What follows belongs to an exercise in optimizing a design on an open flow for small area, a short achievable clock period and few clock cycles per item; a production flow would make more cautious choices.
RTL that was checked went through simulation tests only; none was proved equivalent to the original.

==> yarrow: inputs <==
// fp32_mul_pipe
module fp32_mul_pipe #(
  parameter logic [31:0] QNAN = fp32_pkg::QNAN
) (
  input  logic        clk,
  input  logic        rst_n,
  input  logic        in_valid,
  output logic        in_ready,
  input  logic [31:0] A,
  input  logic [31:0] B,
  output logic        out_valid,
  input  logic        out_ready,
  output logic [31:0] result,
  output logic [2:0]  flags
);
  localparam int NR = 72;
  localparam int HW = 36;
  logic adv;
  logic [NR-1:0] rd, rq;
  logic [HW-1:0] hia, hib;
  logic ck;
  logic sign_d, sign_q, tie0_d, tie0_q, tie1_d, tie1_q, ck_q;
  logic [1:0] cls_d, cls_q;
  logic signed [9:0] exp_d, exp_q;
  logic bo0, bt0, bn0;
  logic pp0_0;
  logic pp0_1;
  logic pp0_2;
  logic pp0_3;
  logic pp0_4;
  logic pp0_5;
  logic pp0_6;
  logic pp0_7;
  logic pp0_8;
  logic pp0_9;
  logic pp0_10;
  logic pp0_11;
  logic pp0_12;
  logic pp0_13;
  logic pp0_14;
  logic pp0_15;
  logic pp0_16;
  logic pp0_17;
  logic pp0_18;
  logic pp0_19;
  logic pp0_20;
  logic pp0_21;
  logic pp0_22;
  logic pp0_23;
  logic pp0_24;
  logic ns0;
  logic bo1, bt1, bn1;
  logic pp1_0;
  logic pp1_1;
  logic pp1_2;
  logic pp1_3;
  logic pp1_4;
  logic pp1_5;
  ...
clock: 8.0 ns
lec_check: 0
abc_area: 1
cap_margin: 20
core_margin: 2
core_utilization: 55
gpl_routability_driven: 0
place_density: 0.7
setup_slack_margin: 2.5
slew_margin: 20
synth_hierarchical: 1
synth_minimum_keep_size: 0
tns_end_percent: 5
standard.sh (not shown) runs the stock make flow with config.mk's settings and CLKGATE_MAP_FILE= SYNTH_SCRIPT=/design/flow/synth_recipe.tcl, a recipe that flattens the netlist after the stock synthesis.
==> flow/flow/run.sh <==
#!/bin/bash
# The standard layout, with the port buffers that global placement inserts made plain
# buffers (sky130_fd_sc_hd__buf_2) instead of the delay cell that buffer_ports picks.
set -euo pipefail
export BUFFER_PORTS_ARGS="-buffer_cell sky130_fd_sc_hd__buf_2"
bash standard.sh finish > standard_flow.log 2>&1
==> nickel (differences from yarrow) <==
CORE_UTILIZATION = 45   (was 55)
CTS_BUF_LIST = sky130_fd_sc_hd__clkbuf_4 sky130_fd_sc_hd__clkbuf_8   (was default)
GPL_ROUTABILITY_DRIVEN = default   (was 0)
PLACE_DENSITY = default   (was 0.7)
SETUP_SLACK_MARGIN = 2.7   (was 2.5)
==> juniper (differences from yarrow) <==
CORE_UTILIZATION = 45   (was 55)
CTS_BUF_LIST = sky130_fd_sc_hd__clkbuf_4 sky130_fd_sc_hd__clkbuf_8   (was default)
GPL_ROUTABILITY_DRIVEN = default   (was 0)
PLACE_DENSITY = default   (was 0.7)
SETUP_SLACK_MARGIN = 2.6   (was 2.5)
==> summary of the runs <==
juniper produced a clean layout. yarrow completed without violations. nickel completed with no timing, DRC or antenna violations.
Via count, lowest first: juniper, yarrow, nickel.
In synthesized cell count, yarrow and juniper do not differ.
The lowest fmax belongs to yarrow, the highest to nickel.
Flip-flop and latch count is the same in juniper and nickel.
The highest sequential share of layout area belongs to yarrow, the lowest to nickel.
==> figures <==
| quantity | juniper | yarrow | nickel |
|---|---|---|---|
| Worst max-slew margin expressed relative to the limit | 0.5260 | 0.3736 | 0.5233 |
| Detailed Route WL | 63490 um | 60770 um | 67600 um |
| Result of the run | timing/DRC/antenna clean | timing/DRC/antenna clean | timing/DRC/antenna clean |
| Crit Reg-Reg Endpoint | rq[66] | exp_q[2] | rq[62] |
| Reg2reg setup slack | 5.95 ns | 6.16 ns | 5.96 ns |
| Met3 wire length | 5162 um | 6751 um | 6345 um |
| Half-perimeter wire length after detailed placement | 48170 um | 45610 um | 48880 um |
| Fin nets | 2803 | 2803 | 2847 |
| Multi-input combinational cell area | 15500 um^2 | 15510 um^2 | 15800 um^2 |
Testbench counts of yarrow, summed over its fixed seeds: cycles 8,008, items 8,000.
Testbench counts of nickel, summed over its fixed seeds: cycles 8,008, items 8,000.
Testbench counts of juniper, summed over its fixed seeds: cycles 8,008, items 8,000.


==> 09-04: inputs <==
fp32_mul_pipe, a different RTL version from the one above (not shown whole).
export LEC_CHECK = 0
export CAP_MARGIN = 20
export CORE_MARGIN = 2
export CORE_UTILIZATION = 55
export SETUP_SLACK_MARGIN = 2
export SLEW_MARGIN = 20
create_clock -name core_clock -period 8.0 [get_ports {clk}]
run.sh (not shown) runs the stock make flow with config.mk's settings and CLKGATE_MAP_FILE= SYNTH_SCRIPT=/design/flow/synth_recipe.tcl, a recipe that flattens the netlist after the stock synthesis.
Stock flow here: none of the scripts above is used.
==> inputs of 08-08, as changes to 09-04 <==
--- a/flow/design.v
+++ b/flow/design.v
@@ -78,14 +78,14 @@
   input  logic [31:0] B,
   output logic        out_valid,
   input  logic        out_ready,
   output logic [31:0] result,
   output logic [2:0]  flags
 );
-  localparam int NR = 54;
-  localparam int HW = 27;
+  localparam int NR = 72;
+  localparam int HW = 36;
   logic adv;
   logic [NR-1:0] rd, rq;
   logic [HW-1:0] hia, hib;
   logic ck;
   logic sign_d, sign_q, tie0_d, tie0_q, tie1_d, tie1_q, ck_q;
   logic [1:0] cls_d, cls_q;
@@ -1647,72 +1647,90 @@
   assign fs292 = fs247 ^ hc205 ^ fc246;
   assign fc292 = (fs247 & hc205) | (fs247 & fc246) | (hc205 & fc246);
   assign fs293 = A[22] ^ hs248 ^ fc247;
   assign fc293 = (A[22] & hs248) | (A[22] & fc247) | (hs248 & fc247);
   assign hs294 = 1'b1 ^ hc248;
   assign hc294 = 1'b1 & hc248;
-  logic [20:0] loa, lob;
-  logic [21:0] lo_sum;
-  assign loa = {fs267, fs266, fs265, fs264, fs263, fs262, fs261, fs260, fs259, fs258, fs257, fs256, fs255, fs254, fs253, fs252, fs251, hs250, hs249, pp0_1, pp0_0};
-  assign lob = {fc266, fc265, fc264, fc263, fc262, fc261, fc260, fc259, fc258, fc257, fc256, fc255, fc254, fc253, fc252, fc251, hc250, hc249, bn1, 1'b0, bn0};
+  logic [11:0] loa, lob;
+  logic [12:0] lo_sum;
+  assign loa = {fs258, fs257, fs256, fs255, fs254, fs253, fs252, fs251, hs250, hs249, pp0_1, pp0_0};
+  assign lob = {fc257, fc256, fc255, fc254, fc253, fc252, fc251, hc250, hc249, bn1, 1'b0, bn0};
   assign lo_sum = {1'b0, loa} + {1'b0, lob};
-  assign ck = lo_sum[21];
-  assign rd[0] = fs268;
-  assign rd[1] = fc267;
-  assign rd[2] = fs269;
-  assign rd[3] = fc268;
-  assign rd[4] = fs270;
-  assign rd[5] = fc269;
-  assign rd[6] = fs271;
-  assign rd[7] = fc270;
-  assign rd[8] = fs272;
-  assign rd[9] = fc271;
-  assign rd[10] = fs273;
-  assign rd[11] = fc272;
-  assign rd[12] = fs274;
-  assign rd[13] = fc273;
-  assign rd[14] = fs275;
-  assign rd[15] = fc274;
-  assign rd[16] = fs276;
-  assign rd[17] = fc275;
-  assign rd[18] = fs277;
-  assign rd[19] = fc276;
-  assign rd[20] = fs278;
-  assign rd[21] = fc277;
-  assign rd[22] = fs279;
-  assign rd[23] = fc278;
-  assign rd[24] = fs280;
-  assign rd[25] = fc279;
-  assign rd[26] = fs281;
-  assign rd[27] = fc280;
-  assign rd[28] = fs282;
-  assign rd[29] = fc281;
-  assign rd[30] = fs283;
-  assign rd[31] = fc282;
-  assign rd[32] = fs284;
-  assign rd[33] = fc283;
-  assign rd[34] = fs285;
-  assign rd[35] = fc284;
-  assign rd[36] = fs286;
-  assign rd[37] = fc285;
-  assign rd[38] = fs287;
-  assign rd[39] = fc286;
-  assign rd[40] = fs288;
-  assign rd[41] = fc287;
-  assign rd[42] = fs289;
-  assign rd[43] = fc288;
-  assign rd[44] = fs290;
-  assign rd[45] = fc289;
-  assign rd[46] = fs291;
-  assign rd[47] = fc290;
-  assign rd[48] = fs292;
-  assign rd[49] = fc291;
-  assign rd[50] = fs293;
-  assign rd[51] = fc292;
-  assign rd[52] = hs294;
-  assign rd[53] = fc293;
+  assign ck = lo_sum[12];
+  assign rd[0] = fs259;
+  assign rd[1] = fc258;
+  assign rd[2] = fs260;
+  assign rd[3] = fc259;
+  assign rd[4] = fs261;
+  assign rd[5] = fc260;
+  assign rd[6] = fs262;
+  assign rd[7] = fc261;
+  assign rd[8] = fs263;
+  assign rd[9] = fc262;
+  assign rd[10] = fs264;
+  assign rd[11] = fc263;
+  assign rd[12] = fs265;
+  assign rd[13] = fc264;
+  assign rd[14] = fs266;
+  assign rd[15] = fc265;
+  assign rd[16] = fs267;
+  assign rd[17] = fc266;
+  assign rd[18] = fs268;
+  assign rd[19] = fc267;
+  assign rd[20] = fs269;
+  assign rd[21] = fc268;
+  assign rd[22] = fs270;
+  assign rd[23] = fc269;
+  assign rd[24] = fs271;
+  assign rd[25] = fc270;
+  assign rd[26] = fs272;
+  assign rd[27] = fc271;
+  assign rd[28] = fs273;
+  assign rd[29] = fc272;
+  assign rd[30] = fs274;
+  assign rd[31] = fc273;
+  assign rd[32] = fs275;
+  assign rd[33] = fc274;
+  assign rd[34] = fs276;
+  assign rd[35] = fc275;
+  assign rd[36] = fs277;
+  assign rd[37] = fc276;
+  assign rd[38] = fs278;
+  assign rd[39] = fc277;
+  assign rd[40] = fs279;
+  assign rd[41] = fc278;
+  assign rd[42] = fs280;
+  assign rd[43] = fc279;
+  assign rd[44] = fs281;
+  assign rd[45] = fc280;
+  assign rd[46] = fs282;
+  assign rd[47] = fc281;
+  assign rd[48] = fs283;
+  assign rd[49] = fc282;
+  assign rd[50] = fs284;
+  assign rd[51] = fc283;
+  assign rd[52] = fs285;
+  assign rd[53] = fc284;
+  assign rd[54] = fs286;
+  assign rd[55] = fc285;
+  assign rd[56] = fs287;
+  assign rd[57] = fc286;
+  assign rd[58] = fs288;
+  assign rd[59] = fc287;
+  assign rd[60] = fs289;
+  assign rd[61] = fc288;
+  assign rd[62] = fs290;
+  assign rd[63] = fc289;
+  assign rd[64] = fs291;
+  assign rd[65] = fc290;
+  assign rd[66] = fs292;
+  assign rd[67] = fc291;
+  assign rd[68] = fs293;
+  assign rd[69] = fc292;
+  assign rd[70] = hs294;
+  assign rd[71] = fc293;
   logic a_zero, b_zero, a_inf, b_inf, a_nan, b_nan;
   logic [23:0] lza, lzb, oha, ohb;
   assign a_zero = (A[30:23] == 8'h00);
   assign b_zero = (B[30:23] == 8'h00);
   assign a_inf  = (A[30:23] == 8'hFF) && (A[22:0] == 23'h0);
   assign b_inf  = (B[30:23] == 8'hFF) && (B[22:0] == 23'h0);
@@ -1756,15 +1774,15 @@
       tie0_q <= tie0_d;
       tie1_q <= tie1_d;
       cls_q  <= cls_d;
       exp_q  <= exp_d;
     end
   end
-  assign hia = {rq[52], rq[50], rq[48], rq[46], rq[44], rq[42], rq[40], rq[38], rq[36], rq[34], rq[32], rq[30], rq[28], rq[26], rq[24], rq[22], rq[20], rq[18], rq[16], rq[14], rq[12], rq[10], rq[8], rq[6], rq[4], rq[2], rq[0]};
-  assign hib = {rq[53], rq[51], rq[49], rq[47], rq[45], rq[43], rq[41], rq[39], rq[37], rq[35], rq[33], rq[31], rq[29], rq[27], rq[25], rq[23], rq[21], rq[19], rq[17], rq[15], rq[13], rq[11], rq[9], rq[7], rq[5], rq[3], rq[1]};
-  fp32_round_pack #(.K(21), .QNAN(QNAN)) u_round_pack (
+  assign hia = {rq[70], rq[68], rq[66], rq[64], rq[62], rq[60], rq[58], rq[56], rq[54], rq[52], rq[50], rq[48], rq[46], rq[44], rq[42], rq[40], rq[38], rq[36], rq[34], rq[32], rq[30], rq[28], rq[26], rq[24], rq[22], rq[20], rq[18], rq[16], rq[14], rq[12], rq[10], rq[8], rq[6], rq[4], rq[2], rq[0]};
+  assign hib = {rq[71], rq[69], rq[67], rq[65], rq[63], rq[61], rq[59], rq[57], rq[55], rq[53], rq[51], rq[49], rq[47], rq[45], rq[43], rq[41], rq[39], rq[37], rq[35], rq[33], rq[31], rq[29], rq[27], rq[25], rq[23], rq[21], rq[19], rq[17], rq[15], rq[13], rq[11], rq[9], rq[7], rq[5], rq[3], rq[1]};
+  fp32_round_pack #(.K(12), .QNAN(QNAN)) u_round_pack (
     .hia    (hia),
     .hib    (hib),
     .cin    (ck_q),
     .tie0   (tie0_q),
     .tie1   (tie1_q),
     .sign   (sign_q),
CORE_UTILIZATION = 45   (was 55)
==> inputs of 04-16, as changes to 09-04 <==
CORE_UTILIZATION = 40   (was 55)
SETUP_SLACK_MARGIN = not set   (was 2)
==> inputs of 04-24, as changes to 09-04 <==
SETUP_SLACK_MARGIN = 3   (was 2)
==> summary of the runs <==
Worst setup slack: 08-08 is better than 09-04 (210 ps).
First-iteration DRC count: 04-24 > 04-16 > 09-04 > 08-08.
In 04-24 the via count is larger than in 09-04, by 11%.
In 09-04 the die area is lower than in 08-08, by 11%.
Testbench counts of 09-04, summed over its fixed seeds: cycles 8,008, items 8,000.
Testbench counts of 04-16, summed over its fixed seeds: cycles 8,008, items 8,000.
Testbench counts of 04-24, summed over its fixed seeds: cycles 8,008, items 8,000.
The RTL of 08-08 was laid out without a check of its function.


==> 03-02 <==
Another version of the RTL of fp32_mul_pipe (not shown whole).
==> module fp32_round_pack, before the edit <==
module fp32_round_pack #(
  parameter int          K    = 21,
  parameter logic [31:0] QNAN = 32'h7FC0_0000
) (
  input  logic [47-K:0]     hia,
  input  logic [47-K:0]     hib,
  input  logic              cin,
  input  logic              tie0,
  input  logic              tie1,
  input  logic              sign,
  input  logic signed [9:0] exp,
  input  logic [1:0]        cls,     
  output logic [31:0]       result,
  output logic [2:0]        flags
);
  logic [47-K:0] y, z;
  logic          n;
  logic [22:0]   frac0, frac1, frac;
  logic signed [9:0] exp1;
  logic          uf0, uf1, of0, of1, uf, of;
  logic [7:0]    ebits;
  always_comb begin
    y = hia + hib + {{(47-K){1'b0}}, cin};
    z = hia + hib + {{(47-K){1'b0}}, cin} + ((48-K)'(1) << (22 - K));
    n = y[47-K];
    frac0 = y[45-K:23-K];
    frac0[0] = frac0[0] & ~tie0;
    frac1 = z[46-K:24-K];
    frac1[0] = frac1[0] & ~tie1;
    frac = n ? frac1 : frac0;
    exp1 = exp + 10'sd1;
    uf0  = (exp  <= 10'sd0);
    uf1  = (exp1 <= 10'sd0);
    of0  = (exp  >= 10'sd255);
    of1  = (exp1 >= 10'sd255);
    uf   = n ? uf1 : uf0;
    of   = n ? of1 : of0;
    ebits = n ? exp1[7:0] : exp[7:0];
    unique case (cls)
      2'd3: begin
        result = QNAN;
        flags  = 3'b100;
      end
      2'd2: begin
        result = {sign, 8'hFF, 23'h0};
        flags  = 3'b000;
      end
      2'd1: begin
        result = {sign, 31'h0};
        flags  = 3'b000;
      end
      default: begin
        if (uf) begin
          result = {sign, 31'h0};
          flags  = 3'b001;
        end else if (of) begin
          result = {sign, 8'hFF, 23'h0};
          flags  = 3'b010;
        end else begin
          result = {sign, ebits, frac};
          flags  = 3'b000;
        end
      end
    endcase
  end
endmodule
clock: 8.0 ns
lec_check: 0
abc_area: 1
cap_margin: 20
core_margin: 2
core_utilization: 45
setup_slack_margin: 2.5
slew_margin: 20
synth_hierarchical: 1
synth_minimum_keep_size: 0
tns_end_percent: 5
standard.sh (not shown) runs the stock make flow with config.mk's settings and CLKGATE_MAP_FILE= SYNTH_SCRIPT=/design/flow/synth_recipe.tcl, a recipe that flattens the netlist after the stock synthesis.
Scripts as last shown in full above: flow/flow/run.sh
==> inputs of 03-01, as changes to 03-02 <==
--- a/flow/design.v
+++ b/flow/design.v
@@ -37,10 +37,23 @@
 );
   logic [47-K:0] y, z;
   logic          n;
-  logic [22:0]   frac0, frac1, frac;
+  logic [22:0]   frac0, frac1;
+  logic [34:0]   res0, res1;
   logic signed [9:0] exp1;
-  logic          uf0, uf1, of0, of1, uf, of;
-  logic [7:0]    ebits;
+  logic          uf0, uf1, of0, of1;
+  function automatic logic [34:0] pack(input logic s, input logic [1:0] c, input logic u,
+                                       input logic o, input logic [7:0] e, input logic [22:0] f);
+    unique case (c)
+      2'd3:    pack = {3'b100, QNAN};
+      2'd2:    pack = {3'b000, s, 8'hFF, 23'h0};
+      2'd1:    pack = {3'b000, s, 31'h0};
+      default: begin
+        if (u)      pack = {3'b001, s, 31'h0};
+        else if (o) pack = {3'b010, s, 8'hFF, 23'h0};
+        else        pack = {3'b000, s, e, f};
+      end
+    endcase
+  endfunction
   always_comb begin
     y = hia + hib + {{(47-K){1'b0}}, cin};
     z = hia + hib + {{(47-K){1'b0}}, cin} + ((48-K)'(1) << (22 - K));
@@ -49,41 +62,14 @@
     frac0[0] = frac0[0] & ~tie0;
     frac1 = z[46-K:24-K];
     frac1[0] = frac1[0] & ~tie1;
-    frac = n ? frac1 : frac0;
     exp1 = exp + 10'sd1;
     uf0  = (exp  <= 10'sd0);
     uf1  = (exp1 <= 10'sd0);
     of0  = (exp  >= 10'sd255);
     of1  = (exp1 >= 10'sd255);
-    uf   = n ? uf1 : uf0;
-    of   = n ? of1 : of0;
-    ebits = n ? exp1[7:0] : exp[7:0];
-    unique case (cls)
-      2'd3: begin
-        result = QNAN;
-        flags  = 3'b100;
-      end
-      2'd2: begin
-        result = {sign, 8'hFF, 23'h0};
-        flags  = 3'b000;
-      end
-      2'd1: begin
-        result = {sign, 31'h0};
-        flags  = 3'b000;
-      end
-      default: begin
-        if (uf) begin
-          result = {sign, 31'h0};
-          flags  = 3'b001;
-        end else if (of) begin
-          result = {sign, 8'hFF, 23'h0};
-          flags  = 3'b010;
-        end else begin
-          result = {sign, ebits, frac};
-          flags  = 3'b000;
-        end
-      end
-    endcase
+    res0 = pack(sign, cls, uf0, of0, exp[7:0], frac0);
+    res1 = pack(sign, cls, uf1, of1, exp1[7:0], frac1);
+    {flags, result} = n ? res1 : res0;
   end
 endmodule
 module fp32_mul_pipe #(
==> notes.md <==
03-02 completed without violations. 03-01 produced a clean layout.
In via count, 03-02 and 03-01 hardly differ.
Of 03-01 and 03-02, 03-01 has the higher fmax (gap about 1.2%, measured against 03-02).
Between 03-02 and 03-01, the lower area after synthesis is in 03-02 (gap about 0.32%, measured against 03-01).
Between 03-02 and 03-01, the lower first-iteration DRC count is in 03-02 (gap 6.6%, measured against 03-01).
Of 03-02 and 03-01, 03-02 has the higher sequential share of layout area (gap 0.078 points).
In 03-01 the clock skew is higher than in 03-02, by 0.0038 ns.
Of 03-01 and 03-02, 03-01 has the higher wire length (gap about 0.57%, measured against 03-02).
In 03-01 the global-route usage is lower than in 03-02, by 0.080 points.
No run of this note included a check of the RTL's function; only the layout flow was run.

-- port drivers added, routing unchanged --
The flow's constraints put no driver on any port. The routed layouts listed below were extracted and timed again, unchanged, in two steps.
Step 1 sets driving cells, clkbuf_16 on the clock port and buf_2 on the other inputs (assumed; they add their load-dependent delay and slew).
Step 2 adds t to the input delays and takes it off the output delays; t is the mean of the earliest and latest rising clock arrival at the registers after step 1. Input paths then give back, and output paths get back, about the clock's delay inside the block.
Slacks: ideal ports / drivers / drivers and shift; pairs: ideal ports / drivers.
run	shift t [ns]	setup slack, ns	worst setup path after step 2	slew at the worst register clock pin (ns)	cell pins on the clock port's net
yarrow	0.405	2.422 / 2.451 / 2.045	input to register	0.08 / 0.08	1
nickel	0.447	2.713 / 2.744 / 2.297	input to register	0.12 / 0.12	1
juniper	0.428	2.594 / 2.592 / 2.164	input to register	0.10 / 0.10	1
09-04	0.428	1.841 / 1.845 / 1.417	input to register	0.07 / 0.07	1
08-08	0.418	2.055 / 1.999 / 1.678	input to register	0.07 / 0.07	1
04-16	0.432	1.183 / 1.194 / 0.762	input to register	0.07 / 0.07	1
04-24	0.450	2.354 / 2.151 / 1.702	input to register	0.08 / 0.08	1
03-02	0.431	2.495 / 2.488 / 2.098	input to register	0.09 / 0.09	1
03-01	0.440	2.560 / 2.594 / 2.155	input to register	0.10 / 0.10	1
After both steps setup and hold are still met in every run listed. For 04-24, which loses most, drivers alone change the setup slack by -0.203 ns; drivers and shift together by -0.652 ns.
